From an optimization exercise on the open Yosys and OpenROAD flow, aimed at small area; shortcuts taken in it are not production practice. Only simulation tests tie the RTL to the original design; equivalence was not proved. Power is estimated from default activity; no workload was simulated.

## the reference run
## boron_round_key_store
module boron_round_key_store #(
  parameter int Key_Bit_Size     = 80,
  parameter int Number_of_Rounds = 26
) (
  input  logic                    clk,
  input  logic                    reset,
  input  logic                    key_load,
  input  logic [Key_Bit_Size-1:0] Key,
  input  logic [4:0]              rk_idx,
  output logic [63:0]             round_key,
  output logic                    busy,
  output logic                    ready
);
export LEC_CHECK = 0
export ABC_AREA = 1
export CAP_MARGIN = 20
export CORE_MARGIN = 2
export CORE_UTILIZATION = 40
export SLEW_MARGIN = 20
create_clock -name core_clock -period 5.0 [get_ports {clk}]
run.sh (not shown) runs the stock make flow with config.mk's settings and CLKGATE_MAP_FILE= SYNTH_SCRIPT=/design/flow/synth_recipe.tcl, a recipe that flattens the netlist after the stock synthesis.
Relative to the reference run, the following input files were edited for the trial run:
==> flow/flow/run.sh (new file) <==
#!/bin/bash
# Own layout flow: the standard synthesis, then the combinational logic between the standard
# synthesis's registers is re-mapped by ABC for area (registers keep their names and cells),
# then the standard layout steps from the floorplan to the final layout.
set -euo pipefail
W=$(pwd)
R=$W/orfs/results/$FLOW_PLATFORM/boron_round_key_store/base
LIB=$FLOW_HOME/platforms/$FLOW_PLATFORM/lib/sky130_fd_sc_hd__tt_025C_1v80.lib

bash standard.sh synth > $W/log_synth.txt 2>&1

# Functional models of the combinational cells, so that yosys can re-map them.
yosys -q -p "read_liberty -ignore_miss_func $LIB; write_verilog -noattr $W/cells_all.v" > $W/log_cells.txt 2>&1
python3 $W/flow/comb_cells.py $W/cells_all.v $W/cells_comb.v >> $W/log_cells.txt 2>&1

DU=$(grep -o -- "-dont_use [^ ]*" $W/orfs/logs/$FLOW_PLATFORM/boron_round_key_store/base/1_2_yosys.log | sort -u | tr '\n' ' ')
cp $R/1_2_yosys.v $W/synth_standard.v
yosys -l $W/log_remap.txt -p "read_verilog -lib $W/cells_comb.v; read_liberty -lib -ignore_redef $LIB; \
  read_verilog -overwrite $W/cells_comb.v; read_verilog $W/synth_standard.v; \
  hierarchy -top $FLOW_TOP; flatten; proc; techmap; opt -purge; \
  abc -liberty $LIB $DU -script $W/flow/remap.abc; opt_clean -purge; \
  hilomap -singleton -hicell sky130_fd_sc_hd__conb_1 HI -locell sky130_fd_sc_hd__conb_1 LO; \
  tee -o $W/remap_stat.txt stat -liberty $LIB; \
  write_verilog -noattr -noexpr -nohex -nodec $W/synth_remap.v" > /dev/null 2>&1

# The registers must be the standard synthesis's, by name and cell.
python3 $W/flow/same_regs.py $W/synth_standard.v $W/synth_remap.v > $W/log_regs.txt 2>&1

cp $W/synth_remap.v $R/1_2_yosys.v
rm -f $R/1_synth.odb $R/1_synth.sdc
bash standard.sh > $W/log_layout.txt 2>&1
==> flow/flow/comb_cells.py (new file) <==
import re, sys
s = open(sys.argv[1]).read()
mods = re.findall(r'(module (\S+)\(.*?endmodule\n)', s, re.S)
keep = [m for m, n in mods if 'always' not in m and 'reg ' not in m]
open(sys.argv[2], 'w').write(''.join(keep))
print(len(keep), "combinational cells of", len(mods))
==> flow/flow/remap.abc (new file) <==
strash; dch; amap; topo
==> flow/flow/same_regs.py (new file) <==
import re, sys
def regs(f):
    s = open(f).read()
    return sorted(re.findall(r'^\s*(sky130_fd_sc_hd__(?:dfxtp|dfxbp|dfrtp|dfrbp|dfstp|dfsbp|dfbbp|dfbbn|dfrtn|edfxtp|edfxbp|sdf\w+|sedf\w+|dlx\w+|dlr\w+)\w*)\s+(\S+)\s*\(', s, re.M))
a, b = regs(sys.argv[1]), regs(sys.argv[2])
print(len(a), "registers in the standard synthesis,", len(b), "after re-mapping")
if a != b:
    print("register mismatch:", sorted(set(a) ^ set(b))[:20])
    sys.exit(1)
==> flow/standard.sh (new file) <==
#!/bin/bash
# synth_recipe.tcl (not shown) runs the flow's synth.tcl, then flattens the netlist and writes it again
# the make line also repeats each setting of config.mk as NAME=value (left out here)
make -C /OpenROAD-flow-scripts/flow DESIGN_CONFIG=/design/flow/config.mk WORK_HOME=/design/flow/orfs CLKGATE_MAP_FILE= SYNTH_SCRIPT=/design/flow/synth_recipe.tcl "${@:-finish}"
removed: flow/run.sh
==> comparison <==
The trial run: full flow OK, the timing, DRC and antenna checks passed. Between the reference run and the trial run, the clock network contribution to total cell area is lower for the reference run. Changes observed in the trial run relative to the reference run: worst vdd rail ir drop -0.66%; post-synthesis instance area -about 20%; final area -6.3%. Taking the reference run over the trial run, the via count ratio works out to 1.15. On die width: between the reference run and the trial run, it ends up lower for the trial run. Taking the trial run over the reference run, the die height ratio works out to 0.893. Mean routed wirelength per cell of the trial run exceeds that of the reference run by a little under 10%. Share of layout cells above drive strength 1 came out higher on the trial run than on the reference run. Compare the reference run and the trial run | area added between synthesis and finish lower: the reference run.

==> re-timing with driven ports <==
Ports are ideal in the flow. The routed layouts listed here were re-timed in OpenROAD. Step 1 sets driving cells, clkbuf_16 on the clock port and buf_2 on the other inputs (assumed; they add their load-dependent delay and slew). Step 2 times the ports against the registers' clock, not the clock port: input delays grow and output delays shrink by t, the midpoint of the rising clock arrivals with the driver on. a / b / c = no drivers / after step 1 / after step 2; a / b = the first two.
| run | t (ns) | setup WS [ns] | hold slack, ns | clock arrival spread, ns | worst slew at a driven data input, ns |
|---|---|---|---|---|---|
| the reference run | 0.537 | 0.390 / 0.390 / 0.055 | 0.467 / 0.467 / 0.467 | 0.016 / 0.016 | 0.05 |
| the trial run | 0.510 | 0.282 / 0.308 / -0.203 | 0.492 / 0.492 / 0.492 | 0.015 / 0.015 | 0.06 |
With both steps, setup timing fails in the trial run, where it was met with ideal ports. The setup slack of the trial run, which loses most, moves by +0.026 ns with the drivers and by -0.485 ns with both steps.
